Background: an optimization exercise with open tools, aiming at small area, a short achievable clock period and few clock cycles per item. Do not read the settings as production practice. Only simulation tests tie the RTL to the original design; equivalence was not proved. Power and IR drop assume default switching activity.

==> flow/design.v (excerpt) <==
module rv_core_top #(
	parameter int IMEM_AW = 12,
	parameter int DMEM_AW = 12
) (
	input  logic               CLK,
	input  logic               RSTn,
	output logic [IMEM_AW-1:0] i_mem_addr,
	input  logic [XLEN-1:0]    i_mem_rdata,
	output logic [REG_AW-1:0]  rf_ra1,
	output logic [REG_AW-1:0]  rf_ra2,
	input  logic [XLEN-1:0]    rf_rd1,
	input  logic [XLEN-1:0]    rf_rd2,
	output logic               rf_we,
	output logic [REG_AW-1:0]  rf_wa,
	output logic [XLEN-1:0]    rf_wd,
	output logic [DMEM_AW-1:0] d_mem_addr,
	output logic [XLEN-1:0]    d_mem_wdata,
	output logic               d_mem_we,
	input  logic [XLEN-1:0]    d_mem_rdata,
	output logic [31:0]        num_inst
);
	logic [XLEN-1:0]   e_a;
	logic [XLEN-1:0]   e_b;
	logic [13:0]       e_ea;
	logic              stall;
	logic [2:0]        e_f3;
	logic              e_sub;
	logic              e_alt;
	logic              e_load;
	logic              e_store;
	logic              e_we;
	logic [REG_AW-1:0] e_rd;
	logic [XLEN-1:0]   e_out;
	rv_fetch #(.IMEM_AW(IMEM_AW)) u_fetch (
		.CLK        (CLK),
		.RSTn       (RSTn),
		.stall      (stall),
		.i_mem_addr (i_mem_addr),
		.num_inst   (num_inst)
	);
	rv_decode u_decode (
		.CLK     (CLK),
		.RSTn    (RSTn),
		.instr   (i_mem_rdata),
		.rf_rd1  (rf_rd1),
		.rf_rd2  (rf_rd2),
		.rf_ra1  (rf_ra1),
		.rf_ra2  (rf_ra2),
		.e_fwd   (e_out),
		.d_mem_rdata (d_mem_rdata),
		.stall   (stall),
		.w_we    (rf_we),
		.w_rd    (rf_wa),
		.w_fwd   (rf_wd),
		.e_a     (e_a),
		.e_b     (e_b),
		.e_ea    (e_ea),
		.e_f3    (e_f3),
		.e_sub   (e_sub),
		.e_alt   (e_alt),
		.e_load  (e_load),
		.e_store (e_store),
		.e_we    (e_we),
		.e_rd    (e_rd)
	);
	rv_execute #(.DMEM_AW(DMEM_AW)) u_execute (
		.e_a         (e_a),
		.e_b         (e_b),
		.e_ea        (e_ea),
		.e_f3        (e_f3),
		.e_sub       (e_sub),
		.e_alt       (e_alt),
		.e_load      (e_load),
		.e_store     (e_store),
  ...
For scale: about 2,200 cells after synthesis, roughly 170 flip-flops, roughly 270 I/O pins, ~14,000 sq um of cells after synthesis.
export LEC_CHECK = 0
export ABC_AREA = 1
export CAP_MARGIN = 20
export CORE_MARGIN = 2
export CORE_UTILIZATION = 40
export CTS_BUF_LIST = sky130_fd_sc_hd__clkbuf_4 sky130_fd_sc_hd__clkbuf_8
export SETUP_SLACK_MARGIN = 3
export SLEW_MARGIN = 20
create_clock -name core_clock -period 6.5 [get_ports {CLK}]
standard.sh (not shown) runs the stock make flow with config.mk's settings and CLKGATE_MAP_FILE= SYNTH_SCRIPT=/design/flow/synth_recipe.tcl, a recipe that flattens the netlist after the stock synthesis.
==> flow/flow/run.sh <==
#!/bin/bash
# The standard layout (standard.sh, the standard flow's own ORFS run) with one change:
# the buffer that global placement puts on every input and output port is
# the smallest plain buffer, sky130_fd_sc_hd__buf_1, instead of ORFS's
# default pick (a clkdlybuf4s50_1 delay cell). Every port still gets its
# own buffer. ORFS writes each step's full log under orfs/logs/; the make
# output goes to standard.log here.
set -euo pipefail
export BUFFER_PORTS_ARGS="-buffer_cell sky130_fd_sc_hd__buf_1"
bash standard.sh finish > standard.log 2>&1 || { tail -50 standard.log; exit 1; }
tail -5 standard.log
The first run completed with no timing, DRC or antenna violations.
Testbench counts at the start, summed over its fixed seeds: cycles 4,853, instructions 4,800.
Rerun with:
CORE_UTILIZATION = 30   (was 40)
CTS_BUF_LIST = not set   (was sky130_fd_sc_hd__clkbuf_4 sky130_fd_sc_hd__clkbuf_8)
SETUP_SLACK_MARGIN = 3.3   (was 3)
Result:
- setup slack improves by 0.14 ns
- non-clock buffer count climbs by 43
- total power is higher by roughly a tenth
- register-to-register slack improves by 0.28 ns
Rerun with:
==> flow/run.sh (new file) <==
#!/bin/bash
# synth_recipe.tcl (not shown) runs the flow's synth.tcl, then flattens the netlist and writes it again
# the make line also repeats each setting of config.mk as NAME=value (left out here)
make -C /OpenROAD-flow-scripts/flow DESIGN_CONFIG=/design/flow/config.mk WORK_HOME=/design/flow/orfs CLKGATE_MAP_FILE= SYNTH_SCRIPT=/design/flow/synth_recipe.tcl finish
CORE_UTILIZATION = 50   (was 30)
removed: flow/flow/run.sh
removed: flow/standard.sh
Sequential share of layout area shrinks by 1.5 points.
Design area grows by 7.9%.
Routed wire length grows by 0.68%.
Power grows by about 5.3%.
Setup slack degrades by 0.19 ns.
Final cell count shrinks by about 8%.
Via count grows by about 5.5%.

========
Starting RTL as in the previous note.
clock: 6.5 ns
lec_check: 0
abc_area: 1
cap_margin: 20
core_margin: 2
core_utilization: 30
setup_slack_margin: 2.8
slew_margin: 20
==> flow/flow/run.sh <==
#!/bin/bash
# The standard layout (standard.sh, the standard flow's own ORFS run) with one change:
# the buffer that global placement puts on every input and output port is
# the smallest plain buffer, sky130_fd_sc_hd__buf_1, instead of ORFS's
# default pick (a clkdlybuf4s50_1 delay cell). Every port still gets its
# own buffer. ORFS writes each step's full log under orfs/logs/; the make
# output goes to standard.log here.
set -euo pipefail
export BUFFER_PORTS_ARGS="-buffer_cell sky130_fd_sc_hd__buf_1"
bash standard.sh finish > standard.log 2>&1 || { tail -50 standard.log; exit 1; }
tail -5 standard.log
The first run ran to the end with no violations.
Testbench counts at the start, summed over its fixed seeds: cycles 4,853, instructions 4,800.
Then changed:
Settings changed: CORE_UTILIZATION 30 to 22, CTS_BUF_LIST set to sky130_fd_sc_hd__clkbuf_4 sky130_fd_sc_hd__clkbuf_8, SETUP_SLACK_MARGIN 2.8 to 3.
Via count hardly moves. Power falls by 4.5%. Setup slack gets better by 0.15 ns.
Then changed:
Settings changed: CORE_UTILIZATION 22 to 30, TNS_END_PERCENT set to 10.
Result:
- sequential power hardly moves
- power came out lower by about 1.5%
- first-iteration DRC count came out lower by 1.9%
- global-route usage came out higher by 7.6 points
- die area came out lower by about 26%
- sequential share of layout area came out higher by 0.13 points
- setup slack is worse by 0.14 ns
- utilization came out higher by 9.3 points
- design area came out lower by about 0.6%

## re-timing with driven ports
The flow's constraints put no driver on any port. The routed layouts listed below were extracted and timed again, unchanged, in two steps. Step 1: set_driving_cell puts a clkbuf_16 on CLK and a buf_2 on each other input, an assumption about the parent block. Step 2 moves the port delays by t, midway between the first and last clock arrival at a register: inputs arrive t later, outputs are due t later. That takes back most of the time a late clock gives input paths. Three values: ideal, step 1, step 2; two values: the first two.
run | t, ns | slack for setup (ns) | worst setup path at the end | slew at the worst register clock pin (ns) | worst data-port slew with drivers (ns)
the first run of note 1 | 0.529 | 3.016 / 3.005 / 2.476 | input to register | 0.12 / 0.12 | 0.08
the second run of note 1 | 0.498 | 3.157 / 3.170 / 2.672 | input to register | 0.08 / 0.08 | 0.09
the third run of note 1 | 0.488 | 2.964 / 2.960 / 2.472 | input to register | 0.08 / 0.08 | 0.09
the first run of note 2 | 0.503 | 2.982 / 2.961 / 2.458 | input to register | 0.08 / 0.08 | 0.08
the second run of note 2 | 0.544 | 3.133 / 3.136 / 2.592 | input to register | 0.11 / 0.11 | 0.09
the third run of note 2 | 0.544 | 2.998 / 3.020 / 2.475 | input to register | 0.11 / 0.11 | 0.07
After both steps setup and hold are still met in every run listed. For the second run of note 2, which loses most, drivers alone change the setup slack by +0.003 ns; drivers and shift together by -0.541 ns.
